This design comes from an exercise in tuning for small area on the open sky130 flow, not from production work.
RTL that was checked went through simulation tests only; none was proved equivalent to the original.
No functional check of the RTL was part of runs 3 and 4.
No activity file was given, so power comes from the tool's default toggle rates.

### flow/run.sh
#!/bin/bash
# Layout flow: the standard flow (standard.sh, unchanged synthesis), with
# two changes to how the layout is made:
# - the input and output port buffers use the smallest buffer cell
#   (sky130_fd_sc_hd__buf_1) instead of the one buffer_ports picks by itself;
#   repair still upsizes any of them that timing or slew needs;
# - clock tree synthesis inserts no dummy loads (clustering as in config.mk).
# Each step's full output goes to its own log in this folder; ORFS's per-stage
# logs stay under orfs/logs/.
set -euo pipefail
bash standard.sh synth > synth.log 2>&1
bash standard.sh \
  "BUFFER_PORTS_ARGS=-buffer_cell sky130_fd_sc_hd__buf_1" \
  "CTS_ARGS=-sink_clustering_enable -repair_clock_nets -sink_clustering_size 25 -sink_clustering_max_diameter 100 -dont_use_dummy_load" \
  finish > layout.log 2>&1
### standard.sh
#!/bin/bash
# synth_recipe.tcl (not shown) runs the flow's synth.tcl, then flattens the netlist and writes it again
# the make line also repeats each setting of config.mk as NAME=value (left out here)
make -C /OpenROAD-flow-scripts/flow DESIGN_CONFIG=/design/flow/config.mk WORK_HOME=/design/flow/orfs CLKGATE_MAP_FILE= SYNTH_SCRIPT=/design/flow/synth_recipe.tcl "${@:-finish}"
### config.mk
export PLATFORM = sky130hd
export DESIGN_NAME = decode_stage_p
export DESIGN_NICKNAME = decode_stage_p
export VERILOG_FILES = /design/flow/design.v
export SDC_FILE = /design/flow/constraint.sdc
export NUM_CORES = 4
export LEC_CHECK = 0
export CAP_MARGIN = 5
export CORE_MARGIN = 2
export CORE_UTILIZATION = 55
export CTS_CLUSTER_DIAMETER = 100
export CTS_CLUSTER_SIZE = 25
export GPL_TIMING_DRIVEN = 0
export SETUP_SLACK_MARGIN = 0.4
export SLEW_MARGIN = 5
export SYNTH_HIERARCHICAL = 1
export SYNTH_MINIMUM_KEEP_SIZE = 0
### constraint.sdc
create_clock -name core_clock -period 8.0 [get_ports {clk}]
set_input_delay 1.6000 -clock core_clock [delete_from_list [all_inputs] [get_ports {clk}]]
set_output_delay 1.6000 -clock core_clock [all_outputs]
set_load 0.01 [all_outputs]
### design.v
module decode_stage_p #(
    parameter int XLEN  = 32,
    parameter int NREG  = 32,
    parameter int CNT_W = 16
) (
    input  logic             clk,
    input  logic             rst,
    input  logic             in_valid,
    input  logic [31:0]      instr,
    input  logic [XLEN-1:0]  pc_plus4,
    input  logic             wb_we,
    input  logic [4:0]       wb_addr,
    input  logic [XLEN-1:0]  wb_data,
    input  logic             ex_memread,
    input  logic             ex_regwrite,
    input  logic [4:0]       ex_dst,
    input  logic             mem_memread,
    input  logic             mem_regwrite,
    input  logic [4:0]       mem_dst,
    input  logic [XLEN-1:0]  mem_alu,
    output logic             pc_write,
    output logic             ifid_write,
    output logic             ifid_flush,
    output logic             pc_src,
    output logic [XLEN-1:0]  branch_target,
    output logic             illegal_op,
    output logic [CNT_W-1:0] stall_cnt,
    output logic [CNT_W-1:0] flush_cnt,
    output logic             idex_valid,
    output logic [3:0]       idex_ex,
    output logic [2:0]       idex_m,
    output logic [1:0]       idex_wb,
    output logic [4:0]       idex_rs,
    output logic [4:0]       idex_rt,
    output logic [4:0]       idex_rd,
    output logic [XLEN-1:0]  idex_imm,
    output logic [XLEN-1:0]  idex_d1,
    output logic [XLEN-1:0]  idex_d2,
    output logic [XLEN-1:0]  idex_pc4
);
    logic [5:0] op;
    logic [4:0] rs, rt;
    assign op = instr[31:26];
    assign rs = instr[25:21];
    assign rt = instr[20:16];
    logic c_r, c_lw, c_sw, c_addi, c_br, illegal_dec, uses_rt, is_beq;
    assign c_r    = (op == 6'h00);
    assign c_lw   = (op == 6'h23);
    assign c_sw   = (op == 6'h2B);
    assign c_addi = (op == 6'h08);
    assign c_br   = (op[5:1] == 5'b00010);
    assign is_beq = !op[0];
    assign illegal_dec = !(c_r || c_lw || c_sw || c_addi || c_br);
    assign uses_rt = c_r || c_sw || c_br;
    logic [XLEN-1:0] rf [1:NREG-1];
    logic [NREG-1:1] rvalid;
    logic [NREG-1:1] wsel;
    always_comb
        for (int i = 1; i < NREG; i++) wsel[i] = wb_we && (wb_addr == i[4:0]);
    always_ff @(posedge clk or negedge rst) begin
        if (!rst) rvalid <= '0;
        else      rvalid <= rvalid | wsel;
    end
    always_ff @(posedge clk)
        for (int i = 1; i < NREG; i++)
            if (wsel[i]) rf[i] <= wb_data;
    logic [XLEN-1:0] rd1, rd2;
    logic [NREG-1:1] ren;
    always_comb
        for (int i = 1; i < NREG; i++) ren[i] = rvalid[i] && !wsel[i];
    logic [3:0] hi1, hi2;
    logic [7:0] lo1, lo2;
    logic       aeq1, aeq2;
    always_comb begin
        for (int k = 0; k < 4; k++) begin
            hi1[k] = (rs[4:3] == k[1:0]);
            hi2[k] = (rt[4:3] == k[1:0]);
        end
        for (int k = 0; k < 8; k++) begin
            lo1[k] = (rs[2:0] == k[2:0]);
            lo2[k] = (rt[2:0] == k[2:0]);
        end
    end
    assign aeq1 = (wb_addr == rs) && (rs != 5'd0);
    assign aeq2 = (wb_addr == rt) && (rt != 5'd0);
    logic [31:0] sel1 [4];
    logic [31:0] sel2 [4];
    for (genvar q = 0; q < 4; q++) begin : g_sel
        decode_stage_and2 u_w1 (.a(wb_we), .b(aeq1), .y(sel1[q][0]));
        decode_stage_and2 u_w2 (.a(wb_we), .b(aeq2), .y(sel2[q][0]));
        for (genvar i = 1; i < NREG; i++) begin : g_i
            decode_stage_and3 u_s1 (.a(hi1[i/8]), .b(lo1[i%8]), .c(ren[i]), .y(sel1[q][i]));
            decode_stage_and3 u_s2 (.a(hi2[i/8]), .b(lo2[i%8]), .c(ren[i]), .y(sel2[q][i]));
        end
    end
    logic [XLEN-1:0] rdat [32];
    always_comb begin
        rdat[0] = wb_data;
        for (int i = 1; i < NREG; i++) rdat[i] = rf[i];
    end
    for (genvar b = 0; b < XLEN; b++) begin : g_rd
        logic [10:0] t1, t2;
        for (genvar k = 0; k < 10; k++) begin : g_k
            decode_stage_ao3n u1 (.s0(sel1[b/8][3*k]), .d0(rdat[3*k][b]),
                                  .s1(sel1[b/8][3*k+1]), .d1(rdat[3*k+1][b]),
                                  .s2(sel1[b/8][3*k+2]), .d2(rdat[3*k+2][b]), .y(t1[k]));
            decode_stage_ao3n u2 (.s0(sel2[b/8][3*k]), .d0(rdat[3*k][b]),
                                  .s1(sel2[b/8][3*k+1]), .d1(rdat[3*k+1][b]),
                                  .s2(sel2[b/8][3*k+2]), .d2(rdat[3*k+2][b]), .y(t2[k]));
        end
        decode_stage_ao3n u1 (.s0(sel1[b/8][30]), .d0(rdat[30][b]),
                              .s1(sel1[b/8][31]), .d1(rdat[31][b]),
                              .s2(sel1[b/8][31]), .d2(rdat[31][b]), .y(t1[10]));
        decode_stage_ao3n u2 (.s0(sel2[b/8][30]), .d0(rdat[30][b]),
                              .s1(sel2[b/8][31]), .d1(rdat[31][b]),
                              .s2(sel2[b/8][31]), .d2(rdat[31][b]), .y(t2[10]));
        assign rd1[b] = !(&t1);
        assign rd2[b] = !(&t2);
    end
    logic ex_rs, ex_rt, mem_rs, mem_rt;
    logic load_use, br_alu, br_load, stall, taken, eq, fwd_a, fwd_b;
    logic [XLEN-1:0] cmp_a, cmp_b;
    assign ex_rs  = (rs != 5'd0) && (ex_dst == rs);
    assign ex_rt  = (rt != 5'd0) && (ex_dst == rt);
    assign mem_rs = (rs != 5'd0) && (mem_dst == rs);
    assign mem_rt = (rt != 5'd0) && (mem_dst == rt);
    assign load_use = ex_memread && (ex_rs || (uses_rt && ex_rt));
    assign br_alu   = c_br && ex_regwrite && (ex_rs || ex_rt);
    assign br_load  = c_br && mem_memread && (mem_rs || mem_rt);
    assign stall    = in_valid && (load_use || br_alu || br_load);
    assign fwd_a = mem_regwrite && !mem_memread && mem_rs;
    assign fwd_b = mem_regwrite && !mem_memread && mem_rt;
    assign cmp_a = fwd_a ? mem_alu : rd1;
    assign cmp_b = fwd_b ? mem_alu : rd2;
    assign eq    = (cmp_a == cmp_b);
    assign taken = in_valid && c_br && !stall && (is_beq ? eq : !eq);
    assign pc_write      = !stall;
    assign ifid_write    = !stall;
    assign pc_src        = taken;
    assign ifid_flush    = taken;
    assign branch_target = {pc_plus4[31:2] + {{14{instr[15]}}, instr[15:0]}, pc_plus4[1:0]};
    logic issue;
    logic q_r, q_lw, q_sw, q_addi, q_br;
    logic [15:0] q_imm;
    assign issue = in_valid && !stall;
    always_ff @(posedge clk or negedge rst) begin
        if (!rst) begin
            q_r        <= 1'b0;
            q_lw       <= 1'b0;
            q_sw       <= 1'b0;
            q_addi     <= 1'b0;
            q_br       <= 1'b0;
            idex_rs    <= '0;
            idex_rt    <= '0;
            q_imm      <= '0;
            idex_d1    <= '0;
            idex_d2    <= '0;
            idex_pc4   <= '0;
            illegal_op <= 1'b0;
            stall_cnt  <= '0;
            flush_cnt  <= '0;
        end else begin
            q_r        <= issue && c_r;
            q_lw       <= issue && c_lw;
            q_sw       <= issue && c_sw;
            q_addi     <= issue && c_addi;
            q_br       <= issue && c_br;
            idex_rs    <= rs;
            idex_rt    <= rt;
            q_imm      <= instr[15:0];
            idex_d1    <= rd1;
            idex_d2    <= rd2;
            idex_pc4   <= pc_plus4;
            if (in_valid && illegal_dec) illegal_op <= 1'b1;
            stall_cnt  <= stall_cnt + {{(CNT_W-1){1'b0}}, (stall && stall_cnt != '1)};
            flush_cnt  <= flush_cnt + {{(CNT_W-1){1'b0}}, (taken && flush_cnt != '1)};
        end
    end
    assign idex_valid = q_r || q_lw || q_sw || q_addi || q_br;
    assign idex_ex    = {q_r, q_r, q_br, q_lw || q_sw || q_addi};
    assign idex_m     = {q_br, q_lw, q_sw};
    assign idex_wb    = {q_r || q_lw || q_addi, q_lw};
    assign idex_rd    = q_imm[15:11];
    assign idex_imm   = {{16{q_imm[15]}}, q_imm};
endmodule
module decode_stage_ao3n (
    input  logic s0, d0, s1, d1, s2, d2,
    output logic y
);
    assign y = !((s0 & d0) | (s1 & d1) | (s2 & d2));
endmodule
module decode_stage_and3 (
    input  logic a, b, c,
    output logic y
);
    assign y = a & b & c;
endmodule
module decode_stage_and2 (
    input  logic a, b,
    output logic y
);
    assign y = a & b;
endmodule
==> results_dict.tcl, run 1 <==
set metrics [dict create \
    yosysSeqAreaShare_pct 69.2 \
    slowest_delay_ps 730 \
    relSlewSlack_pct 15.2 \
    whs_path_depth 1 \
    htreeDepth 2 \
    synth_cells 3231 \
    clk_pin_slew_ps 100 \
    grt_pass1_wl_um 272000 \
    maxCapViolCount 0 \
    clock_latency_ps 690 \
    grt_max_degree 41 \
    drtIter0Drc 10500 \
    dr.pass1.iters 15 \
    final_nets 4022 \
    portBuffers 370 \
    root_buffer "clkbuf_16" \
    fin_crit_sh_pct 99.5 \
    fp.dieH_um 305 \
    start_util_pct 55.5 \
    fp.coreArea_um2 90000 \
    r2r_start "rvalid[6]$_DFF_PN0_" \
    avgSynthCellArea_um2 15.5 \
    worstPathCellList "buf_6 -> buf_8 -> nor2b_4 -> and2_4 -> nand2_1 -> and2_4 -> and3_4 -> a222oi_1 -> nand4_1 -> nor3_4 -> buf_4 -> xnor2_1 -> a21oi_1 -> a22oi_2 -> nand4_1 -> nor4_4 -> xnor2_2 -> nor2_2 -> buf_4 -> buf_6" \
    setup_slack_ps 38.8 \
    worstHoldStart "rvalid[29]$_DFF_PN0_" \
    grt-ovfl-total 0 \
    synth_edf_count 992 \
    grt_usage_pct 41.1 \
    placementRows 110 \
    wl_per_cell_um 39.3 \
    clockBufferDepth 3 \
    yosys_warnings 13 \
    grt_pass1_vias 37900 \
    ys_ff_latch 1183 \
    synthFlopType "edfxtp_1" \
    syn_area_um2 50000 \
    final_common_cell "edfxtp_1" \
    num_vias 40400 \
    peakVddDrop_uv 190 \
    antenna_found_initial 10 \
    via_per_inst 8.02 \
    mostFrequentLayoutCells "edfxtp_1 (992), a222oi_1 (704), buf_1 (330)" \
    tightest_slew_ps 1270 \
    critPathArrivalTime_ps 6360 \
    p_per_area_nw_per_um2 204 \
    hold_viol_final 0 \
    area_growth_pct 17.1 \
    crit_type "input pin to primary output" \
    worstPathRequired_ps 6400 \
    rr_worst_depth 20 \
    ant_nets 0 \
    drv_slew 0 \
    drc_errors 0 \
    end_kind "primary output" \
    place_ws_ps -2920 \
    path_buf_inv 5 \
    routed_wirelength_um 198000 \
    r2r-end "flush_cnt[13]$_DFF_PN0_" \
    fillCellCount 6416 \
    hold_path.class "flip-flop to flip-flop" \
    numCtsBuffers 53 \
    period_needed_ps 7960 \
    status "no timing/DRC/antenna violations" \
    dp_cells 4838 \
    async_flop_share_pct 16.1 \
    cp_slowest_cell "nor4_4" \
    path_max_fanout 8 \
    die_area_um2 93300 \
    stdcell_count 5036 \
    cts_tree "yes" \
    fin_setup_tns_ps 0 \
    cts_sinks 1183 \
    dieWidth_um 305 \
    crit_path_start_kind "input pin" \
    r2r_setup_slack_ps 2170 \
    max_freq_mhz 126 \
    finClkSkew_ps 25.9 \
    setup_viol 0 \
    gp_congestion 1.02 \
    drive_gt1_share_pct 19.1 \
    total_power_mw 12.0 \
    p_leak_nw 20.4 \
    hpwl_um 133000 \
    rsz0062_at_grt "yes" \
    cp_top_family "simple AND/OR/NAND/NOR gates" \
    hold_end "rvalid[29]$_DFF_PN0_" \
    io_pins 373 \
    ys_types 57 \
]
==> power by group <==
group          leakage [nW]  total [mW]  switching (mW)  internal [mW]
Sequential             11.3        6.93          0.0801           6.85
Combinational          8.47        1.97            1.35          0.622
Clock                 0.653        3.05            1.87           1.19
==> cells in the mapped netlist, types with 2 or more instances <==
cell type	count	area share, %
or3_1	7	0.088
and3_1	264	3.3
nand4_1	145	1.8
nand2b_1	21	0.26
a221oi_1	3	0.053
nor3b_1	6	0.090
or2_2	18	0.23
o221ai_1	31	0.54
o21bai_1	3	0.045
o21ai_1	12	0.12
dfrtp_1	191	9.6
o22ai_1	33	0.41
buf_1	2	0.015
buf_4	35	0.53
buf_6	5	0.11
o211ai_1	2	0.030
o21ai_0	33	0.33
edfxtp_1	992	60
clkbuf_1	13	0.098
xnor2_1	77	1.3
o31ai_1	2	0.030
a31oi_1	6	0.075
nand3_1	92	0.92
nor3_1	77	0.77
and2_1	28	0.35
a21o_1	15	0.23
and3b_1	5	0.088
nor4_1	4	0.050
inv_1	91	0.68
o21a_1	6	0.090
nand2_1	41	0.31
a222oi_1	704	14
buf_2	18	0.18
a211oi_1	5	0.075
nor2_1	48	0.36
a21oi_1	60	0.60
a22oi_1	16	0.24
a211oi_2	2	0.050
xor2_1	37	0.65
ha_1	33	0.83
nor3_2	3	0.060
nor2b_1	30	0.38
==> worst max path at each step <==
| stage | from | to | depth (start not counted) |
|---|---|---|---|
| after floorplan | wb_addr[4] | pc_src | 18 |
| after global placement | wb_we | pc_src | 18 |
| after detailed placement | wb_we | pc_src | 20 |
| after CTS | instr[23] | pc_src | 24 |
| after global routing | wb_addr[2] | pc_src | 19 |
| final | wb_addr[4] | pc_src | 20 |
==> cell type report <==
cell class	count	area [µm²]	area share [%]
sequential	1183	34600	59.1
multi-input combinational	1885	16600	28.4
timing repair buffer	550	3600	6.16
tap	1176	1470	2.51
clock buffer	53	1330	2.27
buffer	73	528	0.902
inverter	91	342	0.584
antenna	25	62.6	0.107
==> layer usage <==
layer / share of wire, % / vias up / wire, µm / GRT usage [%]
li1: - / 15900 / - / -
met1: 33 / 19900 / 65700 / 52.3
met2: 43 / 3899 / 86100 / 61.1
met3: 16 / 730 / 30900 / 13.4
met4: 7.7 / 16 / 15200 / 25.6
met5: 0.11 / - / 226 / 0.362
==> timing repair <==
| action | 4_1_cts | 5_1_grt |
|---|---|---|
| setup endpoints to repair | 18 | 2 |
| hold buffers | 0 | 0 |
| buffers inserted | 68 | 51 |
| resized for setup | 430 | 144 |
| pin swaps | 240 | 152 |
| gates cloned | 0 | 1 |
==> cell families after synthesis <==
kind of cell	after synthesis	synth area share [%]
AO/OA/AOI/OAI	944	17.2
XOR/XNOR	114	2.00
adder cells (fa/ha/maj)	34	0.866
buffers and inverters	164	1.61
flip-flops	1183	69.2
AND/OR/NAND/NOR	792	9.13
==> per-module statistics from Yosys, one instance, submodules excluded <==
module / times used / cell area (µm²) / flops+latches
decode_stage_p: 1 / 41300 / 1183
decode_stage_and3: 248 / 6.26 / 0
decode_stage_and2: 8 / 6.26 / 0
decode_stage_ao3n: 704 / 10.0 / 0
==> registers in the layout (all words and copies together), names as in the netlist, 5 cells and up <==
name and count:
rf 992, idex_d1 32, idex_d2 32, idex_pc4 32
rvalid 31, flush_cnt 16, q_imm 16, stall_cnt 16
idex_rs 5, idex_rt 5
==> metrics by stage <==
step / util (%) / instance area (µm²) / hold WS, ps
after floorplan: - / 50000 / 425
after global placement: 58.8 / 52900 / 440
after detailed placement: 60.3 / 54300 / 444
after CTS: 64.0 / 57600 / 473
after global routing: 65.0 / 58500 / 493
final: 65.0 / 58500 / 478
==> inputs of run 2 (changes only) <==
==> run.sh (new file) <==
#!/bin/bash
# synth_recipe.tcl (not shown) runs the flow's synth.tcl, then flattens the netlist and writes it again
# the make line also repeats each setting of config.mk as NAME=value (left out here)
make -C /OpenROAD-flow-scripts/flow DESIGN_CONFIG=/design/flow/config.mk WORK_HOME=/design/flow/orfs CLKGATE_MAP_FILE= SYNTH_SCRIPT=/design/flow/synth_recipe.tcl finish
--- a/config.mk
+++ b/config.mk
@@ -6,5 +6,5 @@
 export NUM_CORES = 4
 export LEC_CHECK = 0
-export CAP_MARGIN = 5
+export CAP_MARGIN = 20
 export CORE_MARGIN = 2
 export CORE_UTILIZATION = 55
@@ -12,6 +12,6 @@
 export CTS_CLUSTER_SIZE = 25
 export GPL_TIMING_DRIVEN = 0
-export SETUP_SLACK_MARGIN = 0.4
-export SLEW_MARGIN = 5
+export SETUP_SLACK_MARGIN = 0.2
+export SLEW_MARGIN = 20
 export SYNTH_HIERARCHICAL = 1
 export SYNTH_MINIMUM_KEEP_SIZE = 0
removed: flow/run.sh
removed: standard.sh
==> results_dict.tcl, run 2 <==
set metrics [dict create \
    grt_pass1_vias 38400 \
    grt_usage_pct 41.9 \
    synthFlopType "edfxtp_1" \
    fp.coreArea_um2 90000 \
    ant_nets 0 \
    worstPathCellList "buf_4 -> nor2b_4 -> nand3_4 -> nor2_4 -> buf_12 -> nor2b_4 -> and3_2 -> a222oi_1 -> nand4_1 -> nor3_4 -> inv_2 -> o22ai_1 -> o21ai_2 -> a22oi_1 -> nand4_1 -> nor4_4 -> xnor2_2 -> nor2_2 -> buf_4 -> clkdlybuf4s15_2" \
    wl_met1_um 65600 \
    synth_cells 3231 \
    p_per_area_nw_per_um2 201 \
    path_max_fanout 8 \
    met2_wirelength_um 85300 \
    mostFrequentLayoutCells "edfxtp_1 (992), a222oi_1 (704), clkdlybuf4s50_1 (322)" \
    grt-ovfl-total 0 \
    clk_pin_slew_ps 100 \
    gp_congestion 0.976 \
    grt_max_degree 92 \
    hold_path.class "flip-flop to flip-flop" \
    yosys_warnings 13 \
    worstPathRequired_ps 6400 \
    ys_top_cells_by_area "edfxtp_1 (60%), a222oi_1 (14%), dfrtp_1 (9.6%), and3_1 (3.3%), nand4_1 (1.8%)" \
    drc_errors 0 \
    synth_area_leader_cell "edfxtp_1" \
    yosysSeqAreaShare_pct 69.2 \
    fin_crit_sh_pct 100 \
    hold_viol_final 0 \
    start_util_pct 55.5 \
    synth_fa_ha_area_share_pct 0.866 \
    dp_cells 4848 \
    slowest_delay_ps 570 \
    regArea_um2 34600 \
    cts_sinks 1183 \
    end_kind "primary output" \
    cp_slowest_cell "a222oi_1" \
    area_growth_pct 22.4 \
    failed_checks "negative setup slack" \
    tightest_slew_ps 982 \
    total_power_mw 12.3 \
    finClkSkew_ps 20.0 \
    num_vias 40800 \
    synth_xor_area_share_pct 2.00 \
    async_flop_share_pct 16.1 \
    ys_types 57 \
    die_area_um2 93300 \
    largest_reg_flops 992 \
    peakVddDrop_uv 182 \
    synth-compound-area-share_pct 17.2 \
    synthMuxAreaShare_pct 0 \
    period_needed_ps 8010 \
    maxCapViolCount 0 \
    dieWidth_um 305 \
    synth_commonest_cells "edfxtp_1 (992), a222oi_1 (704), and3_1 (264)" \
    drive_gt1_share_pct 19.5 \
    final_nets 4029 \
    relSlewSlack_pct 34.6 \
    cts_tree "yes" \
    synth_top_family_by_area "compound AO/OA/AOI/OAI gates" \
    multi_input_area_um2 16800 \
    numCtsBuffers 53 \
    fp.dieH_um 305 \
    grt_pass1_wl_um 277000 \
    drv_slew 0 \
    crit_type "input pin to primary output" \
    wl_met3_um 33400 \
    final_common_cell "edfxtp_1" \
    setup_slack_ps -10.5 \
    p_leak_nw 21.5 \
    hpwl_um 135000 \
    crit_path_start_kind "input pin" \
    setup_viol 1 \
    hold_buffers 0 \
    max_freq_mhz 125 \
    clock_latency_ps 690 \
    synth.top_cell.area_share_pct 59.6 \
    status "failed layout checks" \
    rsz0062_at_grt "no" \
    io_pins 373 \
    synth-simple-area-share_pct 9.13 \
    place_ws_ps -3040 \
    placementRows 110 \
    synth_most_common_cell "edfxtp_1" \
    routed.top_layer "met5" \
    htreeDepth 2 \
    via_per_inst 8.03 \
    critPathArrivalTime_ps 6410 \
    antenna_found_initial 15 \
    syn_area_um2 50000 \
    timing.hold.ws_ps 478 \
    synth_edf_count 992 \
    drtIter0Drc 11000 \
    avgSynthCellArea_um2 15.5 \
    wl_per_cell_um 39.5 \
    fillCellCount 6118 \
    clockBufferDepth 3 \
    routed_wirelength_um 201000 \
    ys_ff_latch 1183 \
    top_register "rf" \
    portBuffers 370 \
    stdcell_count 5084 \
    fin_util_pct 68.0 \
    root_buffer "clkbuf_16" \
    dr.pass1.iters 14 \
]
## run 2: cell counts after synthesis
No cell type changed its count.
## run 2: repair_timing
| action | 4_1_cts | 5_1_grt |
|---|---|---|
| pin swaps | 256 | 164 |
| gates cloned | 1 | 0 |
| setup endpoints to repair | 18 | 2 |
| endpoints found under the hold margin | 0 | 0 |
| setup buffers | 88 | 28 |
| gates resized for setup | 475 | 143 |
## run 2: final cells by class
| cell class | instances | share of cell area [%] |
|---|---|---|
| diodes | 23 | 0.0941 |
| plain buffers | 73 | 0.877 |
| clock buffers | 94 | 2.42 |
| clock inverters | 2 | 0.0388 |
| inverters | 91 | 0.558 |
| multi-input cells | 1884 | 27.4 |
| flip-flops and latches | 1183 | 56.5 |
| well taps | 1176 | 2.40 |
| repair buffers | 558 | 9.74 |
## run 2: worst paths after layout
kind / from / endpoint / slack, ps / cells past startpoint
max: wb_addr[0] / pc_src / -10 / 20
min: rvalid[27]$_DFF_PN0_ / rvalid[27]$_DFF_PN0_ / 480 / 1
max reg2reg: rvalid[3]$_DFF_PN0_ / flush_cnt[13]$_DFF_PN0_ / 2230 / 20
min reg2reg: rvalid[27]$_DFF_PN0_ / rvalid[27]$_DFF_PN0_ / 480 / 1
max in group asynchronous: rst / idex_d2[24]$_DFF_PN0_ / 6400 / 2
min in group asynchronous: rst / q_imm[0]$_DFF_PN0_ / 770 / 1
## run 2: worst max-delay path: cells and delay by family
kind                      cells  cell delay, ps
xor gates and xnor gates      1             160
AOI/OAI and AO/OA             4            1120
and+or+nand+nor              10            2720
buffers and inverters         5             780
## run 2: report_power, final
group / switching [mW] / internal (mW) / total [mW]
Clock: 1.91 / 1.27 / 3.18
Sequential: 0.0842 / 6.85 / 6.94
Combinational: 1.35 / 0.805 / 2.16
Total: 3.35 / 8.93 / 12.3
## run 2: cells by family after synthesis
kind of cell               count (synthesis)
AOI/OAI and AO/OA                        944
xor gates and xnor gates                 114
adders and majority gates                 34
buffers and inverters                    164
DFF                                     1183
and+or+nand+nor                          792
## run 2: per-module statistics from Yosys (local to each module, per instance)
| module | cells | times used | cell area, µm² |
|---|---|---|---|
| decode_stage_ao3n | 1 | 704 | 10.0 |
| decode_stage_and2 | 1 | 8 | 6.26 |
| decode_stage_p | 2271 | 1 | 41300 |
| decode_stage_and3 | 1 | 248 | 6.26 |
## run 2: metal layers
metal / up-vias / track usage, %
li1: 15900 / -
met1: 20000 / 53.6
met2: 4054 / 60.4
met3: 833 / 15.3
met4: 8 / 27.1
met5: - / 0.155
## run 2: metrics by stage
stage	TNS, ps	cell area (µm²)
2_1_floorplan	0	50000
3_3_place_gp	-605580	55200
3_5_place_dp	-34230	56800
4_1_cts	0	60500
5_1_grt	0	61200
6_report	-10.5	61200
==> inputs of run 3 (changes only) <==
--- a/design.v
+++ b/design.v
@@ -65,54 +65,33 @@
         for (int i = 1; i < NREG; i++)
             if (wsel[i]) rf[i] <= wb_data;
+    logic wt1, wt2;
     logic [XLEN-1:0] rd1, rd2;
-    logic [NREG-1:1] ren;
-    always_comb
-        for (int i = 1; i < NREG; i++) ren[i] = rvalid[i] && !wsel[i];
-    logic [3:0] hi1, hi2;
-    logic [7:0] lo1, lo2;
-    logic       aeq1, aeq2;
+    assign wt1 = wb_we && (wb_addr == rs) && (rs != 5'd0);
+    assign wt2 = wb_we && (wb_addr == rt) && (rt != 5'd0);
+    logic [32:0] sel1, sel2;
+    logic [XLEN-1:0] rdat [33];
     always_comb begin
-        for (int k = 0; k < 4; k++) begin
-            hi1[k] = (rs[4:3] == k[1:0]);
-            hi2[k] = (rt[4:3] == k[1:0]);
+        sel1[0]  = wt1;
+        sel2[0]  = wt2;
+        rdat[0]  = wb_data;
+        sel1[32] = 1'b0;
+        sel2[32] = 1'b0;
+        rdat[32] = '0;
+        for (int i = 1; i < NREG; i++) begin
+            sel1[i] = !wt1 && (rs == i[4:0]) && rvalid[i];
+            sel2[i] = !wt2 && (rt == i[4:0]) && rvalid[i];
+            rdat[i] = rf[i];
         end
-        for (int k = 0; k < 8; k++) begin
-            lo1[k] = (rs[2:0] == k[2:0]);
-            lo2[k] = (rt[2:0] == k[2:0]);
-        end
-    end
-    assign aeq1 = (wb_addr == rs) && (rs != 5'd0);
-    assign aeq2 = (wb_addr == rt) && (rt != 5'd0);
-    logic [31:0] sel1 [4];
-    logic [31:0] sel2 [4];
-    for (genvar q = 0; q < 4; q++) begin : g_sel
-        decode_stage_and2 u_w1 (.a(wb_we), .b(aeq1), .y(sel1[q][0]));
-        decode_stage_and2 u_w2 (.a(wb_we), .b(aeq2), .y(sel2[q][0]));
-        for (genvar i = 1; i < NREG; i++) begin : g_i
-            decode_stage_and3 u_s1 (.a(hi1[i/8]), .b(lo1[i%8]), .c(ren[i]), .y(sel1[q][i]));
-            decode_stage_and3 u_s2 (.a(hi2[i/8]), .b(lo2[i%8]), .c(ren[i]), .y(sel2[q][i]));
-        end
-    end
-    logic [XLEN-1:0] rdat [32];
-    always_comb begin
-        rdat[0] = wb_data;
-        for (int i = 1; i < NREG; i++) rdat[i] = rf[i];
     end
     for (genvar b = 0; b < XLEN; b++) begin : g_rd
         logic [10:0] t1, t2;
-        for (genvar k = 0; k < 10; k++) begin : g_k
-            decode_stage_ao3n u1 (.s0(sel1[b/8][3*k]), .d0(rdat[3*k][b]),
-                                  .s1(sel1[b/8][3*k+1]), .d1(rdat[3*k+1][b]),
-                                  .s2(sel1[b/8][3*k+2]), .d2(rdat[3*k+2][b]), .y(t1[k]));
-            decode_stage_ao3n u2 (.s0(sel2[b/8][3*k]), .d0(rdat[3*k][b]),
-                                  .s1(sel2[b/8][3*k+1]), .d1(rdat[3*k+1][b]),
-                                  .s2(sel2[b/8][3*k+2]), .d2(rdat[3*k+2][b]), .y(t2[k]));
+        for (genvar k = 0; k < 11; k++) begin : g_k
+            decode_stage_ao3n u1 (.s0(sel1[3*k]), .d0(rdat[3*k][b]),
+                                  .s1(sel1[3*k+1]), .d1(rdat[3*k+1][b]),
+                                  .s2(sel1[3*k+2]), .d2(rdat[3*k+2][b]), .y(t1[k]));
+            decode_stage_ao3n u2 (.s0(sel2[3*k]), .d0(rdat[3*k][b]),
+                                  .s1(sel2[3*k+1]), .d1(rdat[3*k+1][b]),
+                                  .s2(sel2[3*k+2]), .d2(rdat[3*k+2][b]), .y(t2[k]));
         end
-        decode_stage_ao3n u1 (.s0(sel1[b/8][30]), .d0(rdat[30][b]),
-                              .s1(sel1[b/8][31]), .d1(rdat[31][b]),
-                              .s2(sel1[b/8][31]), .d2(rdat[31][b]), .y(t1[10]));
-        decode_stage_ao3n u2 (.s0(sel2[b/8][30]), .d0(rdat[30][b]),
-                              .s1(sel2[b/8][31]), .d1(rdat[31][b]),
-                              .s2(sel2[b/8][31]), .d2(rdat[31][b]), .y(t2[10]));
         assign rd1[b] = !(&t1);
         assign rd2[b] = !(&t2);
@@ -190,14 +169,2 @@
     assign y = !((s0 & d0) | (s1 & d1) | (s2 & d2));
 endmodule
-module decode_stage_and3 (
-    input  logic a, b, c,
-    output logic y
-);
-    assign y = a & b & c;
-endmodule
-module decode_stage_and2 (
-    input  logic a, b,
-    output logic y
-);
-    assign y = a & b;
-endmodule
--- a/config.mk
+++ b/config.mk
@@ -8,9 +8,5 @@
 export CAP_MARGIN = 20
 export CORE_MARGIN = 2
-export CORE_UTILIZATION = 55
-export CTS_CLUSTER_DIAMETER = 100
-export CTS_CLUSTER_SIZE = 25
-export GPL_TIMING_DRIVEN = 0
-export SETUP_SLACK_MARGIN = 0.2
+export CORE_UTILIZATION = 40
 export SLEW_MARGIN = 20
 export SYNTH_HIERARCHICAL = 1
==> results_dict.tcl, run 3 <==
set metrics [dict create \
    status "failed layout checks" \
    failed_checks "negative setup slack" \
    cts_tree "yes" \
    maxCapViolCount 0 \
    top_register "rf" \
    setup_viol 2 \
    r2r-end "flush_cnt[14]$_DFF_PN0_" \
    timing.hold.ws_ps 490 \
    mostFrequentLayoutCells "edfxtp_1 (992), a222oi_1 (704), buf_4 (567)" \
    grt_pass1_vias 40200 \
    worstPathCellList "dlygate4sd2_1 -> buf_4 -> xor2_2 -> nor4_4 -> buf_4 -> nand2b_4 -> nor2_1 -> and3_2 -> buf_4 -> buf_4 -> a222oi_1 -> nand3_1 -> nor3_1 -> buf_4 -> buf_4 -> o221a_1 -> o211ai_1 -> o2111ai_2 -> nor4_2 -> buf_4 -> nand2_8 -> mux2i_1 -> buf_4 -> buf_6" \
    via_per_inst 6.93 \
    crit_path_start_kind "input pin" \
    drc_errors 0 \
    grt_pass1_wl_um 295000 \
    rr_worst_depth 22 \
    yosysSeqAreaShare_pct 70.7 \
    synth_edf_count 992 \
    dr.pass1.iters 14 \
    dieWidth_um 354 \
    wl_per_cell_um 35.7 \
    gp_congestion 0.998 \
    r2r_setup_slack_ps 3100 \
    crit_type "input pin to primary output" \
    peakVddDrop_uv 203 \
    drtIter0Drc 10400 \
    drive_gt1_share_pct 25.4 \
    async_flop_share_pct 16.1 \
    startpoint "instr[16]" \
    clk_pin_slew_ps 50 \
    root_buffer "clkbuf_16" \
    clockBufferDepth 3 \
    grt_usage_pct 33.1 \
    crit_top_cell "buf_4" \
    synth_commonest_cells "edfxtp_1 (992), a222oi_1 (704), dfrtp_1 (191)" \
    synthFlopType "edfxtp_1" \
    die_area_um2 125000 \
    syn_area_um2 48900 \
    place_ws_ps -1400 \
    hold_path.class "flip-flop to flip-flop" \
    cts_sinks 1183 \
    io_pins 373 \
    avgSynthCellArea_um2 16.1 \
    yosys_warnings 11 \
    p_per_area_nw_per_um2 222 \
    drv_slew 0 \
    final_area_um2 66700 \
    ys_ff_latch 1183 \
    relSlewSlack_pct 36.5 \
    p_leak_nw 23.9 \
    area_growth_pct 36.3 \
    max_freq_mhz 124 \
    synth.top_cell.area_share_pct 60.9 \
    critPathCapture "pc_src" \
    largest_reg_flops 992 \
    r2r_start "rvalid[2]$_DFF_PN0_" \
    ys_types 68 \
    routed_wirelength_um 215000 \
    num_vias 41800 \
    ant_nets 0 \
    synth_area_leader_cell "edfxtp_1" \
    path_max_fanout 10 \
    clock_latency_ps 770 \
    tightest_slew_ps 950 \
    grt-ovfl-total 0 \
    synth_cells 3037 \
    ys_top_cells_by_area "edfxtp_1 (61%), a222oi_1 (14%), dfrtp_1 (9.8%), nand4_1 (1.9%), xnor2_1 (1.4%)" \
    fin_crit_sh_pct 101 \
    final_nets 4484 \
    portBuffers 372 \
    hpwl_um 148000 \
    worstPathRequired_ps 6400 \
    rsz0062_at_grt "yes" \
    placementRows 128 \
    final_common_cell "edfxtp_1" \
    fp.dieH_um 354 \
    period_needed_ps 8060 \
    total_power_mw 14.8 \
    numCtsBuffers 131 \
    critPathArrivalTime_ps 6460 \
    fp.coreArea_um2 122000 \
    start_util_pct 40.3 \
    antenna_found_initial 15 \
    fillCellCount 9684 \
    slowest_delay_ps 420 \
    grt_max_degree 142 \
    finClkSkew_ps 42.7 \
    hold_viol_final 0 \
    htreeDepth 4 \
    setup_slack_ps -55.2 \
    placed_area_um2 61000 \
    synth_most_common_cell "edfxtp_1" \
    end_kind "primary output" \
    cp_slowest_cell "o211ai_1" \
]
run 3: changes by cell type in the layout (fill, tap and decap cells not counted), sizes merged, moves of 30 or more:
cell           before  now
o211ai              2   32
and3              264   70
clkbuf            108  173
conb                0  128
nor2               48   86
o22ai              33    0
clkdlybuf4s50     322  353
a221oi              3   33
a21oi              60   30
clkinv              1   56
o221ai             32    1
buf               287  707
run 3: final cells by class:
type	instances	area [µm²]	share of cell area (%)
Sequential cell	1183	34600	51.8
Multi-Input combinational cell	1827	15000	22.4
Timing Repair Buffer	1074	10500	15.8
Clock buffer	166	3580	5.38
Tap cell	1625	2030	3.05
Clock inverter	75	683	1.02
Inverter	82	308	0.462
Antenna cell	4	10.0	0.0150
run 3: critical path, delay by kind of cell:
family,cells,cell delay [ps]
AO/OA/AOI/OAI,4,1000
XOR/XNOR,1,200
buffers and inverters,10,1970
multiplexers,1,190
AND/OR/NAND/NOR,8,1460
run 3: routing by layer:
metal	vias to the layer above	wire, µm	GRT usage, %
li1	16500	-	-
met1	20400	75100	43.8
met2	4209	89300	47.5
met3	743	36700	11.5
met4	6	14100	19.0
met5	-	34	0
run 3: worst min path at each step:
stage | startpoint | endpoint | slack [ps] | depth (start not counted)
floorplan | rvalid[10]$_DFF_PN0_ | rvalid[10]$_DFF_PN0_ | 450 | 1
CTS | rvalid[14]$_DFF_PN0_ | rvalid[14]$_DFF_PN0_ | 490 | 1
finish | flush_cnt[7]$_DFF_PN0_ | flush_cnt[7]$_DFF_PN0_ | 490 | 1
detailed placement | rvalid[14]$_DFF_PN0_ | rvalid[14]$_DFF_PN0_ | 470 | 1
global placement | rvalid[9]$_DFF_PN0_ | rvalid[9]$_DFF_PN0_ | 460 | 1
global route | rvalid[22]$_DFF_PN0_ | rvalid[22]$_DFF_PN0_ | 510 | 1
run 3: Yosys stat by module, one instance, submodules excluded:
module             flip-flops and latches  cells  cell area [µm²]  times used
decode_stage_p                       1183   2333            41900           1
decode_stage_ao3n                       0      1             10.0         704
run 3: repair_timing:
item                       in CTS  in global routing
gates resized for setup       173                 73
cloned                          2                  2
hold endpoints to repair        0                  0
buffers inserted               38                 21
pin swaps                      97                 52
setup endpoints to repair       2                  2
hold buffers                    0                  0
run 3: cell families after synthesis:
logic type	Yosys count	synth area share (%)
flops	1183	70.7
compound gates	902	17.6
simple gates	656	7.28
buf+inv	154	1.64
xor+xnor	105	1.88
fa+ha+maj	34	0.885
mux	2	0.0409
other cells	1	0.00766
run 3: power by group:
| group | leakage (nW) | internal [mW] | total, mW | switching, mW |
|---|---|---|---|---|
| clock | 2.10 | 3.49 | 6.05 | 2.56 |
| combinational | 10.5 | 0.788 | 1.78 | 0.993 |
| sequential | 11.3 | 6.85 | 6.95 | 0.0995 |
run 3: stage by stage:
stage	cells	TNS (ps)	utilization (%)
after floorplan	3164	0	-
after global placement	5732	-4880	50.2
after detailed placement	5732	-4860	50.2
after CTS	6010	0	54.5
after global routing	6035	-272	54.9
final	6036	-108	54.9
==> inputs of run 4 (changes only) <==
--- a/design.v
+++ b/design.v
@@ -69,16 +69,15 @@
     assign wt1 = wb_we && (wb_addr == rs) && (rs != 5'd0);
     assign wt2 = wb_we && (wb_addr == rt) && (rt != 5'd0);
-    logic [32:0] sel1, sel2;
-    logic [XLEN-1:0] rdat [33];
+    logic [31:0] sel1, sel2;
+    logic [NREG-1:1] ren;
+    logic [XLEN-1:0] rdat [32];
     always_comb begin
-        sel1[0]  = wt1;
-        sel2[0]  = wt2;
-        rdat[0]  = wb_data;
-        sel1[32] = 1'b0;
-        sel2[32] = 1'b0;
-        rdat[32] = '0;
+        sel1[0] = wt1;
+        sel2[0] = wt2;
+        rdat[0] = wb_data;
         for (int i = 1; i < NREG; i++) begin
-            sel1[i] = !wt1 && (rs == i[4:0]) && rvalid[i];
-            sel2[i] = !wt2 && (rt == i[4:0]) && rvalid[i];
+            ren[i]  = rvalid[i] && !wsel[i];
+            sel1[i] = (rs == i[4:0]) && ren[i];
+            sel2[i] = (rt == i[4:0]) && ren[i];
             rdat[i] = rf[i];
         end
@@ -86,5 +85,5 @@
     for (genvar b = 0; b < XLEN; b++) begin : g_rd
         logic [10:0] t1, t2;
-        for (genvar k = 0; k < 11; k++) begin : g_k
+        for (genvar k = 0; k < 10; k++) begin : g_k
             decode_stage_ao3n u1 (.s0(sel1[3*k]), .d0(rdat[3*k][b]),
                                   .s1(sel1[3*k+1]), .d1(rdat[3*k+1][b]),
@@ -94,4 +93,10 @@
                                   .s2(sel2[3*k+2]), .d2(rdat[3*k+2][b]), .y(t2[k]));
         end
+        decode_stage_ao3n u1 (.s0(sel1[30]), .d0(rdat[30][b]),
+                              .s1(sel1[31]), .d1(rdat[31][b]),
+                              .s2(sel1[31]), .d2(rdat[31][b]), .y(t1[10]));
+        decode_stage_ao3n u2 (.s0(sel2[30]), .d0(rdat[30][b]),
+                              .s1(sel2[31]), .d1(rdat[31][b]),
+                              .s2(sel2[31]), .d2(rdat[31][b]), .y(t2[10]));
         assign rd1[b] = !(&t1);
         assign rd2[b] = !(&t2);
--- a/config.mk
+++ b/config.mk
@@ -8,5 +8,7 @@
 export CAP_MARGIN = 20
 export CORE_MARGIN = 2
-export CORE_UTILIZATION = 40
+export CORE_UTILIZATION = 55
+export CTS_BUF_LIST = sky130_fd_sc_hd__clkbuf_4 sky130_fd_sc_hd__clkbuf_8
+export SETUP_SLACK_MARGIN = 0.1
 export SLEW_MARGIN = 20
 export SYNTH_HIERARCHICAL = 1
==> results_dict.tcl, run 4 <==
set metrics [dict create \
    status "no timing/DRC/antenna violations" \
    grt_pass1_vias 40300 \
    tightest_slew_ps 991 \
    area_growth_pct 32.3 \
    path_max_fanout 10 \
    end_kind "primary output" \
    start_util_pct 55.3 \
    rr_worst_depth 24 \
    peakVddDrop_uv 200 \
    comb_power_share_pct 13.9 \
    hold_viol_final 0 \
    portBuffers 372 \
    num_vias 41600 \
    slowest_delay_ps 530 \
    fp.coreArea_um2 88200 \
    drv_slew 0 \
    clock_latency_ps 900 \
    drive_gt1_share_pct 26.6 \
    ant_nets 0 \
    gp_congestion 1.06 \
    worstPathCellList "clkdlybuf4s50_1 -> buf_12 -> nand2b_4 -> buf_4 -> buf_4 -> nor3_4 -> buf_4 -> buf_4 -> a222oi_1 -> nand3_1 -> nor3_1 -> buf_4 -> a221o_1 -> a211oi_1 -> nor4_1 -> nand4_1 -> buf_6 -> o211ai_1 -> o31ai_1 -> buf_4 -> dlygate4sd2_1" \
    synth.top_cell.area_share_pct 61.0 \
    top_register "rf" \
    maxCapViolCount 0 \
    drtIter0Drc 10300 \
    grt_max_degree 115 \
    hold_path.class "flip-flop to flip-flop" \
    hpwl_um 132000 \
    synthFlopType "edfxtp_1" \
    dp_cells 5141 \
    numCtsBuffers 186 \
    worstPathRequired_ps 6400 \
    crit_top_cell "buf_4" \
    ys_types 63 \
    yosysSeqAreaShare_pct 70.8 \
    clk_pin_slew_ps 60 \
    cts_tree "yes" \
    routed_wirelength_um 197000 \
    cts_sinks 1183 \
    internal_power_mw 10.5 \
    grt-ovfl-total 0 \
    period_needed_ps 7870 \
    via_per_inst 7.52 \
    cp_top_family "buffers and inverters" \
    path_depth 21 \
    io_pins 373 \
    synth_commonest_cells "edfxtp_1 (992), a222oi_1 (704), dfrtp_1 (191)" \
    relSlewSlack_pct 33.9 \
    crit_path_start_kind "input pin" \
    largest_reg_flops 992 \
    crit_type "input pin to primary output" \
    synth_edf_count 992 \
    fin_crit_sh_pct 98.4 \
    max_freq_mhz 127 \
    synth_most_common_cell "edfxtp_1" \
    dr.pass1.iters 14 \
    clockBufferDepth 3 \
    cp_slowest_cell "nor3_4" \
    root_buffer "clkbuf_8" \
    place_ws_ps -761 \
    dieWidth_um 302 \
    drc_errors 0 \
    stdcell_count 5524 \
    ys_top_cells_by_area "edfxtp_1 (61%), a222oi_1 (14%), dfrtp_1 (9.8%), nand4_1 (1.8%), nor3_1 (1.5%)" \
    seqPwrFrac_pct 49.3 \
    avgSynthCellArea_um2 16.0 \
    placementRows 109 \
    htreeDepth 4 \
    final_nets 4383 \
    synth_area_leader_cell "edfxtp_1" \
    power.share.clock_pct 36.9 \
    setup_slack_ps 127 \
    switchingPower_mw 3.64 \
    syn_area_um2 48800 \
    r2r_setup_slack_ps 2790 \
    final_common_cell "edfxtp_1" \
    ys_ff_latch 1183 \
    async_flop_share_pct 16.1 \
    finClkSkew_ps 38.0 \
    grt_usage_pct 42.6 \
    whs_path_depth 1 \
    p_leak_nw 23.3 \
    die_area_um2 91200 \
    yosys_warnings 11 \
    path_buf_inv 10 \
    mostFrequentLayoutCells "edfxtp_1 (992), a222oi_1 (704), buf_4 (566)" \
    rsz0062_at_grt "no" \
    fp.dieH_um 302 \
    synth_cells 3043 \
    antenna_found_initial 5 \
    critPathArrivalTime_ps 6270 \
    p_per_area_nw_per_um2 219 \
    sw_frac_of_total_pct 25.8 \
    setup_viol 0 \
    wl_per_cell_um 35.7 \
    grt_pass1_wl_um 276000 \
]
[run 4: worst register-to-register path: stages, from the launching register on]
cell,delay (ps)
dfrtp_1,440
o21ai_1,200
buf_4,180
nor3_2,90
buf_12,180
buf_4,170
a222oi_1,310
nand4_1,450
nor3_4,380
buf_6,150
xor2_1,70
nor3_2,170
a211oi_2,100
nor4_1,340
nand4_1,200
buf_6,190
buf_4,140
or3b_1,370
nand2_1,100
ha_1,200
ha_1,180
nand2_1,60
nor2_1,180
nand3_1,120
xnor2_1,140
[run 4: stage by stage]
stage	setup TNS (ps)	hold slack [ps]	instance area [µm²]	util [%]	total power [mW]
after global placement	-1600	446	59900	67.9	8.86
after detailed placement	-1510	450	60000	68.0	8.89
after global routing	0	487	64600	73.2	14.5
final	0	469	64600	73.2	14.1
after CTS	0	468	64300	72.8	14.1
after floorplan	0	432	48900	-	7.70
[run 4: timing repair]
action | CTS | global route
hold buffers | 0 | 0
gates resized for setup | 75 | 61
cloned | 1 | 0
pin swaps | 32 | 35
setup endpoints to repair | 2 | 2
buffers inserted | 21 | 12
endpoints found under the hold margin | 0 | 0
[run 4: path summary, 6_finish.rpt]
kind | from | end
setup / recovery | instr[17] | ifid_flush
hold / removal | rvalid[16]$_DFF_PN0_ | rvalid[16]$_DFF_PN0_
setup reg to reg | rvalid[22]$_DFF_PN0_ | flush_cnt[12]$_DFF_PN0_
hold reg to reg | rvalid[16]$_DFF_PN0_ | rvalid[16]$_DFF_PN0_
max in group asynchronous | rst | rvalid[22]$_DFF_PN0_
min in group asynchronous | rst | idex_pc4[0]$_DFF_PN0_
[run 4: metal layers]
| layer | wire length (µm) | track usage, % | vias to the layer above |
|---|---|---|---|
| li1 | - | - | 16400 |
| met1 | 64000 | 54.6 | 20000 |
| met2 | 84300 | 62.1 | 4334 |
| met3 | 31800 | 12.2 | 804 |
| met4 | 17300 | 31.4 | 6 |
| met5 | 41 | 0 | - |
[run 4: cell families after synthesis]
kind of cell	Yosys count	share of synthesized area, %
AOI/OAI and AO/OA	915	17.7
xor gates and xnor gates	108	1.94
adders and majority gates	34	0.887
buffers and inverters	164	1.58
DFF	1183	70.8
muxes	1	0.0205
and+or+nand+nor	638	7.09
[run 4: modules after synthesis (local to each module, per instance)]
module / area [µm²] / flops+latches / cells / times used
decode_stage_p: 41800 / 1183 / 2339 / 1
decode_stage_ao3n: 10.0 / 0 / 1 / 704
[run 4: final cells by class]
class / instances / area [µm²]
fill: 5598 / 23700
sequential: 1183 / 34600
clock inverter: 84 / 606
inverter: 90 / 338
tap: 1165 / 1460
clock buffer: 257 / 3160
antenna: 8 / 20.0
multi-input combinational: 1696 / 14500
timing repair buffer: 1041 / 9900
[run 4: power by group through the flow]
stage          logic [mW]  registers [mW]  clock network [mW]
3_3_place_gp         1.79            7.07                   0
3_5_place_dp         1.82            7.07                   0
6_report             1.96            6.96                5.20
4_1_cts              1.87            6.95                5.23
5_1_grt              2.03            6.97                5.50
2_1_floorplan       0.603            7.09                   0
==> inputs of run 5 (changes only) <==
--- a/design.v
+++ b/design.v
@@ -65,40 +65,56 @@
         for (int i = 1; i < NREG; i++)
             if (wsel[i]) rf[i] <= wb_data;
-    logic wt1, wt2;
     logic [XLEN-1:0] rd1, rd2;
-    assign wt1 = wb_we && (wb_addr == rs) && (rs != 5'd0);
-    assign wt2 = wb_we && (wb_addr == rt) && (rt != 5'd0);
-    logic [31:0] sel1, sel2;
     logic [NREG-1:1] ren;
+    always_comb
+        for (int i = 1; i < NREG; i++) ren[i] = rvalid[i] && !wsel[i];
+    logic [3:0] hi1, hi2;
+    logic [7:0] lo1, lo2;
+    logic       aeq1, aeq2;
+    always_comb begin
+        for (int k = 0; k < 4; k++) begin
+            hi1[k] = (rs[4:3] == k[1:0]);
+            hi2[k] = (rt[4:3] == k[1:0]);
+        end
+        for (int k = 0; k < 8; k++) begin
+            lo1[k] = (rs[2:0] == k[2:0]);
+            lo2[k] = (rt[2:0] == k[2:0]);
+        end
+    end
+    assign aeq1 = (wb_addr == rs) && (rs != 5'd0);
+    assign aeq2 = (wb_addr == rt) && (rt != 5'd0);
+    logic [31:0] sel1 [2];
+    logic [31:0] sel2 [2];
+    for (genvar q = 0; q < 2; q++) begin : g_sel
+        decode_stage_and2 u_w1 (.a(wb_we), .b(aeq1), .y(sel1[q][0]));
+        decode_stage_and2 u_w2 (.a(wb_we), .b(aeq2), .y(sel2[q][0]));
+        for (genvar i = 1; i < NREG; i++) begin : g_i
+            decode_stage_and3 u_s1 (.a(hi1[i/8]), .b(lo1[i%8]), .c(ren[i]), .y(sel1[q][i]));
+            decode_stage_and3 u_s2 (.a(hi2[i/8]), .b(lo2[i%8]), .c(ren[i]), .y(sel2[q][i]));
+        end
+    end
     logic [XLEN-1:0] rdat [32];
     always_comb begin
-        sel1[0] = wt1;
-        sel2[0] = wt2;
         rdat[0] = wb_data;
-        for (int i = 1; i < NREG; i++) begin
-            ren[i]  = rvalid[i] && !wsel[i];
-            sel1[i] = (rs == i[4:0]) && ren[i];
-            sel2[i] = (rt == i[4:0]) && ren[i];
-            rdat[i] = rf[i];
-        end
+        for (int i = 1; i < NREG; i++) rdat[i] = rf[i];
     end
     for (genvar b = 0; b < XLEN; b++) begin : g_rd
         logic [10:0] t1, t2;
         for (genvar k = 0; k < 10; k++) begin : g_k
-            decode_stage_ao3n u1 (.s0(sel1[3*k]), .d0(rdat[3*k][b]),
-                                  .s1(sel1[3*k+1]), .d1(rdat[3*k+1][b]),
-                                  .s2(sel1[3*k+2]), .d2(rdat[3*k+2][b]), .y(t1[k]));
-            decode_stage_ao3n u2 (.s0(sel2[3*k]), .d0(rdat[3*k][b]),
-                                  .s1(sel2[3*k+1]), .d1(rdat[3*k+1][b]),
-                                  .s2(sel2[3*k+2]), .d2(rdat[3*k+2][b]), .y(t2[k]));
-        end
-        decode_stage_ao3n u1 (.s0(sel1[30]), .d0(rdat[30][b]),
-                              .s1(sel1[31]), .d1(rdat[31][b]),
-                              .s2(sel1[31]), .d2(rdat[31][b]), .y(t1[10]));
-        decode_stage_ao3n u2 (.s0(sel2[30]), .d0(rdat[30][b]),
-                              .s1(sel2[31]), .d1(rdat[31][b]),
-                              .s2(sel2[31]), .d2(rdat[31][b]), .y(t2[10]));
-        assign rd1[b] = !(&t1);
-        assign rd2[b] = !(&t2);
+            decode_stage_ao3n u1 (.s0(sel1[b/16][3*k]), .d0(rdat[3*k][b]),
+                                  .s1(sel1[b/16][3*k+1]), .d1(rdat[3*k+1][b]),
+                                  .s2(sel1[b/16][3*k+2]), .d2(rdat[3*k+2][b]), .y(t1[k]));
+            decode_stage_ao3n u2 (.s0(sel2[b/16][3*k]), .d0(rdat[3*k][b]),
+                                  .s1(sel2[b/16][3*k+1]), .d1(rdat[3*k+1][b]),
+                                  .s2(sel2[b/16][3*k+2]), .d2(rdat[3*k+2][b]), .y(t2[k]));
+        end
+        decode_stage_ao3n u1 (.s0(sel1[b/16][30]), .d0(rdat[30][b]),
+                              .s1(sel1[b/16][31]), .d1(rdat[31][b]),
+                              .s2(sel1[b/16][31]), .d2(rdat[31][b]), .y(t1[10]));
+        decode_stage_ao3n u2 (.s0(sel2[b/16][30]), .d0(rdat[30][b]),
+                              .s1(sel2[b/16][31]), .d1(rdat[31][b]),
+                              .s2(sel2[b/16][31]), .d2(rdat[31][b]), .y(t2[10]));
+        decode_stage_nand11 u_c1 (.a(t1), .y(rd1[b]));
+        decode_stage_nand11 u_c2 (.a(t2), .y(rd2[b]));
     end
     logic ex_rs, ex_rt, mem_rs, mem_rt;
@@ -174,2 +190,20 @@
     assign y = !((s0 & d0) | (s1 & d1) | (s2 & d2));
 endmodule
+module decode_stage_and3 (
+    input  logic a, b, c,
+    output logic y
+);
+    assign y = a & b & c;
+endmodule
+module decode_stage_and2 (
+    input  logic a, b,
+    output logic y
+);
+    assign y = a & b;
+endmodule
+module decode_stage_nand11 (
+    input  logic [10:0] a,
+    output logic        y
+);
+    assign y = !(&a);
+endmodule
==> flow/run.sh (new file) <==
#!/bin/bash
# Layout flow: the standard flow (standard.sh, unchanged synthesis), with
# three changes to how the layout is made:
# - the input and output port buffers use the smallest buffer cell
#   (sky130_fd_sc_hd__buf_1) instead of the one buffer_ports picks by itself;
#   repair still upsizes any of them that timing or slew needs;
# - timing-driven global placement keeps none of the trial buffering and
#   resizing it does to weight the nets (GPL_KEEP_OVERFLOW=0); the usual
#   repair steps after placement, CTS and global routing still run;
# - clock tree synthesis clusters up to 25 sinks within 100 um per leaf
#   buffer and inserts no dummy loads.
# Each step's full output goes to its own log in this folder; ORFS's per-stage
# logs stay under orfs/logs/.
set -euo pipefail
bash standard.sh synth > synth.log 2>&1
bash standard.sh \
  "BUFFER_PORTS_ARGS=-buffer_cell sky130_fd_sc_hd__buf_1" \
  "GPL_KEEP_OVERFLOW=0" \
  "CTS_ARGS=-sink_clustering_enable -repair_clock_nets -sink_clustering_size 25 -sink_clustering_max_diameter 100 -dont_use_dummy_load" \
  finish > layout.log 2>&1
==> standard.sh (new file) <==
#!/bin/bash
# synth_recipe.tcl (not shown) runs the flow's synth.tcl, then flattens the netlist and writes it again
# the make line also repeats each setting of config.mk as NAME=value (left out here)
make -C /OpenROAD-flow-scripts/flow DESIGN_CONFIG=/design/flow/config.mk WORK_HOME=/design/flow/orfs CLKGATE_MAP_FILE= SYNTH_SCRIPT=/design/flow/synth_recipe.tcl "${@:-finish}"
==> config.mk (replaced) <==
export PLATFORM = sky130hd
export DESIGN_NAME = decode_stage_p
export DESIGN_NICKNAME = decode_stage_p
export VERILOG_FILES = /design/flow/design.v
export SDC_FILE = /design/flow/constraint.sdc
export NUM_CORES = 4
export LEC_CHECK = 0
export CAP_MARGIN = 5
export CORE_MARGIN = 2
export CORE_UTILIZATION = 55
export GPL_TIMING_DRIVEN = 1
export SETUP_SLACK_MARGIN = 0.4
export SLEW_MARGIN = 5
export SYNTH_HIERARCHICAL = 1
export SYNTH_MINIMUM_KEEP_SIZE = 0
removed: run.sh
==> results_dict.tcl, run 5 <==
set metrics [dict create \
    status "no timing/DRC/antenna violations" \
    ant_nets 0 \
    root_buffer "clkbuf_16" \
    drive_gt1_share_pct 14.7 \
    clk_pin_slew_ps 110 \
    r2r-end "flush_cnt[14]$_DFF_PN0_" \
    ys_top_cells_by_area "edfxtp_1 (60%), a222oi_1 (14%), dfrtp_1 (9.6%), and3_1 (2.0%), nand4_1 (1.8%)" \
    crit_path_start_kind "input pin" \
    numCtsBuffers 53 \
    wl_per_cell_um 40.6 \
    cp_slowest_cell "or3_4" \
    r2r_start "rvalid[22]$_DFF_PN0_" \
    syn_area_um2 49700 \
    startpoint "wb_addr[1]" \
    period_needed_ps 7760 \
    setup_viol 0 \
    maxCapViolCount 0 \
    grt_usage_pct 40.2 \
    dieWidth_um 305 \
    synth_area_leader_cell "edfxtp_1" \
    ys_types 59 \
    gp_congestion 0.943 \
    drv_slew 0 \
    worstPathRequired_ps 6400 \
    finClkSkew_ps 54.5 \
    io_pins 373 \
    end_kind "primary output" \
    crit_type "input pin to primary output" \
    cp_top_family "simple AND/OR/NAND/NOR gates" \
    path_depth 19 \
    path_max_fanout 8 \
    ys_ff_latch 1183 \
    synth_most_common_cell "edfxtp_1" \
    peakVddDrop_uv 191 \
    p_leak_nw 18.7 \
    yosys_warnings 13 \
    rsz0062_at_grt "yes" \
    r2r_setup_slack_ps 2370 \
    clock_latency_ps 690 \
    dp_cells 4638 \
    critPathArrivalTime_ps 6160 \
    cts_sinks 1183 \
    fin_setup_tns_ps 0 \
    die_area_um2 92800 \
    drc_errors 0 \
    relSlewSlack_pct 12.9 \
    placementRows 110 \
    synth_cells 3128 \
    avgSynthCellArea_um2 15.9 \
    final_common_cell "edfxtp_1" \
    p_per_area_nw_per_um2 204 \
    hpwl_um 122000 \
    grt_pass1_wl_um 266000 \
    crit_top_cell "buf_4" \
    async_flop_share_pct 16.1 \
    htreeDepth 2 \
    path_buf_inv 4 \
    max_freq_mhz 129 \
    synth.top_cell.area_share_pct 59.9 \
    mostFrequentLayoutCells "edfxtp_1 (992), a222oi_1 (704), buf_1 (322)" \
    grt_pass1_vias 36700 \
    setup_slack_ps 244 \
    tightest_slew_ps 1310 \
    area_growth_pct 13.2 \
    portBuffers 372 \
    via_per_inst 8.09 \
    yosysSeqAreaShare_pct 69.5 \
    fp.dieH_um 305 \
    dr.pass1.iters 13 \
    critPathCapture "ifid_flush" \
    grt_max_degree 60 \
    clockBufferDepth 3 \
    fp.coreArea_um2 89700 \
    start_util_pct 55.4 \
    slowest_delay_ps 530 \
    worstPathCellList "buf_4 -> nor2b_4 -> and2_4 -> nand2_1 -> and2_4 -> and3_4 -> buf_4 -> a222oi_1 -> nand4_1 -> or3_4 -> xor2_1 -> a21oi_1 -> a21oi_2 -> a2111oi_1 -> nand4_1 -> buf_4 -> o211ai_1 -> o31ai_4 -> buf_2" \
    top_register "rf" \
    final_nets 3809 \
    largest_reg_flops 992 \
    hold_viol_final 0 \
    routed_wirelength_um 195000 \
    place_ws_ps -2240 \
    stdcell_count 4803 \
    drtIter0Drc 9821 \
    num_vias 38900 \
    cts_tree "yes" \
    synthFlopType "edfxtp_1" \
    grt-ovfl-total 0 \
    rr_worst_depth 21 \
    fin_crit_sh_pct 97.0 \
    synth_commonest_cells "edfxtp_1 (992), a222oi_1 (704), dfrtp_1 (191)" \
    hold_path.class "flip-flop to flip-flop" \
    synth_edf_count 992 \
    antenna_found_initial 9 \
]
==> run 5: cell types whose count changed after synthesis, moves of 19 or more <==
cell      previous run  this run
inv_1               90        51
nor3_1             151        19
a211oi_1            30         2
nor4_1              22         3
or3_1                7        71
nor2b_1              9        29
and2_1               5        27
a21oi_1             32        82
a221o_1             30         0
and3_1              11       162
a311o_1              0        25
nand3b_1             5        25
o221ai_1            31         0
==> run 5: per-stage QoR <==
| step | hold slack, ps | util (%) | power, mW | instance area [µm²] |
|---|---|---|---|---|
| after floorplan | 425 | - | 7.72 | 49800 |
| after global placement | 441 | 58.1 | 8.33 | 52100 |
| after detailed placement | 444 | 59.2 | 8.38 | 53100 |
| after CTS | 471 | 61.7 | 11.4 | 55400 |
| after global routing | 485 | 62.7 | 11.8 | 56300 |
| final | 473 | 62.7 | 11.5 | 56300 |
==> run 5: how the worst min path moves through the flow <==
stage | startpoint | end | slack (ps) | cells past startpoint
after floorplan | rvalid[10]$_DFF_PN0_ | rvalid[10]$_DFF_PN0_ | 430 | 1
after global placement | rvalid[24]$_DFF_PN0_ | rvalid[24]$_DFF_PN0_ | 440 | 1
after detailed placement | rvalid[6]$_DFF_PN0_ | rvalid[6]$_DFF_PN0_ | 440 | 1
after CTS | rvalid[23]$_DFF_PN0_ | rvalid[23]$_DFF_PN0_ | 470 | 1
after global routing | rvalid[24]$_DFF_PN0_ | rvalid[24]$_DFF_PN0_ | 480 | 1
final | rvalid[28]$_DFF_PN0_ | rvalid[28]$_DFF_PN0_ | 470 | 1
==> run 5: worst reg2reg max path: cells and delay by family, from the launching register on <==
| family | cells | cell delay (ps) |
|---|---|---|
| flops | 1 | 400 |
| xor+xnor | 1 | 140 |
| simple gates | 10 | 2700 |
| fa+ha+maj | 2 | 520 |
| compound gates | 4 | 1220 |
| buf+inv | 4 | 550 |
==> run 5: layer usage <==
metal	GRT usage [%]	vias to the layer above	share of wire, %
li1	-	15300	-
met1	52.3	19200	34
met2	60.0	3740	43
met3	15.7	660	17
met4	17.8	8	5.7
met5	0	-	0.057
==> run 5: Yosys stat by module, one instance, submodules excluded <==
module | cells | flip-flops and latches
decode_stage_p | 2040 | 1183
decode_stage_ao3n | 1 | 0
decode_stage_nand11 | 4 | 0
decode_stage_and2 | 1 | 0
decode_stage_and3 | 1 | 0
==> run 5: timing repair <==
action                     CTS  global route
cloned                       5             6
pin swaps                   64            74
gates resized for setup    224           111
setup buffers               44            50
hold buffers                 0             0
setup endpoints to repair   18             2
==> run 5: kinds of logic after synthesis <==
group | Yosys count | share of synthesized area, %
DFF | 1183 | 69.5
xor gates and xnor gates | 114 | 2.01
adders and majority gates | 34 | 0.871
AOI/OAI and AO/OA | 924 | 17.4
buffers and inverters | 131 | 1.53
and+or+nand+nor | 742 | 8.67
==> run 5: report_power, final <==
part           leakage [nW]  switching [mW]  internal (mW)  total [mW]
Clock                 0.653            1.85           1.19        3.03
Sequential             11.3          0.0922           6.86        6.95
Combinational          6.75            1.01          0.489        1.50
Total                  18.7            2.95           8.53        11.5
==> run 5: area by class of cell <==
cell class	instances	area, µm²
Sequential cell	1183	34600
Fill cell	6671	33400
Multi-Input combinational cell	1825	15500
Timing Repair Buffer	510	3230
Tap cell	1176	1470
Clock buffer	53	1330
Inverter	51	191
Antenna cell	5	12.5

-- re-timing with driven ports --
No port has a modelled driver above. Below, the same layouts with a new extraction and two added sets of constraints. Step 1 sets driving cells, clkbuf_16 on the clock port and buf_2 on the other inputs (assumed; they add their load-dependent delay and slew). Step 2 moves the port delays by t, midway between the first and last clock arrival at a register: inputs arrive t later, outputs are due t later. That takes back most of the time a late clock gives input paths. a / b / c = ideal ports / drivers / drivers and shift; a / b = the first two.
run | shift t [ns] | setup slack, ns | hold slack, ns
run 1 | 0.750 | 0.039 / -0.081 / -0.081 | 0.478 / 0.478 / 0.478
run 2 | 0.756 | -0.010 / -0.092 / -0.092 | 0.478 / 0.478 / 0.478
run 3 | 0.835 | -0.055 / -0.102 / -0.102 | 0.490 / 0.490 / 0.490
run 4 | 0.958 | 0.127 / 0.100 / 0.100 | 0.469 / 0.469 / 0.469
run 5 | 0.738 | 0.244 / 0.207 / 0.207 | 0.473 / 0.473 / 0.473
Met with ideal ports but missed after step 2: setup timing in run 1. For run 1, which loses most, drivers alone change the setup slack by -0.120 ns; drivers and shift together by -0.120 ns.
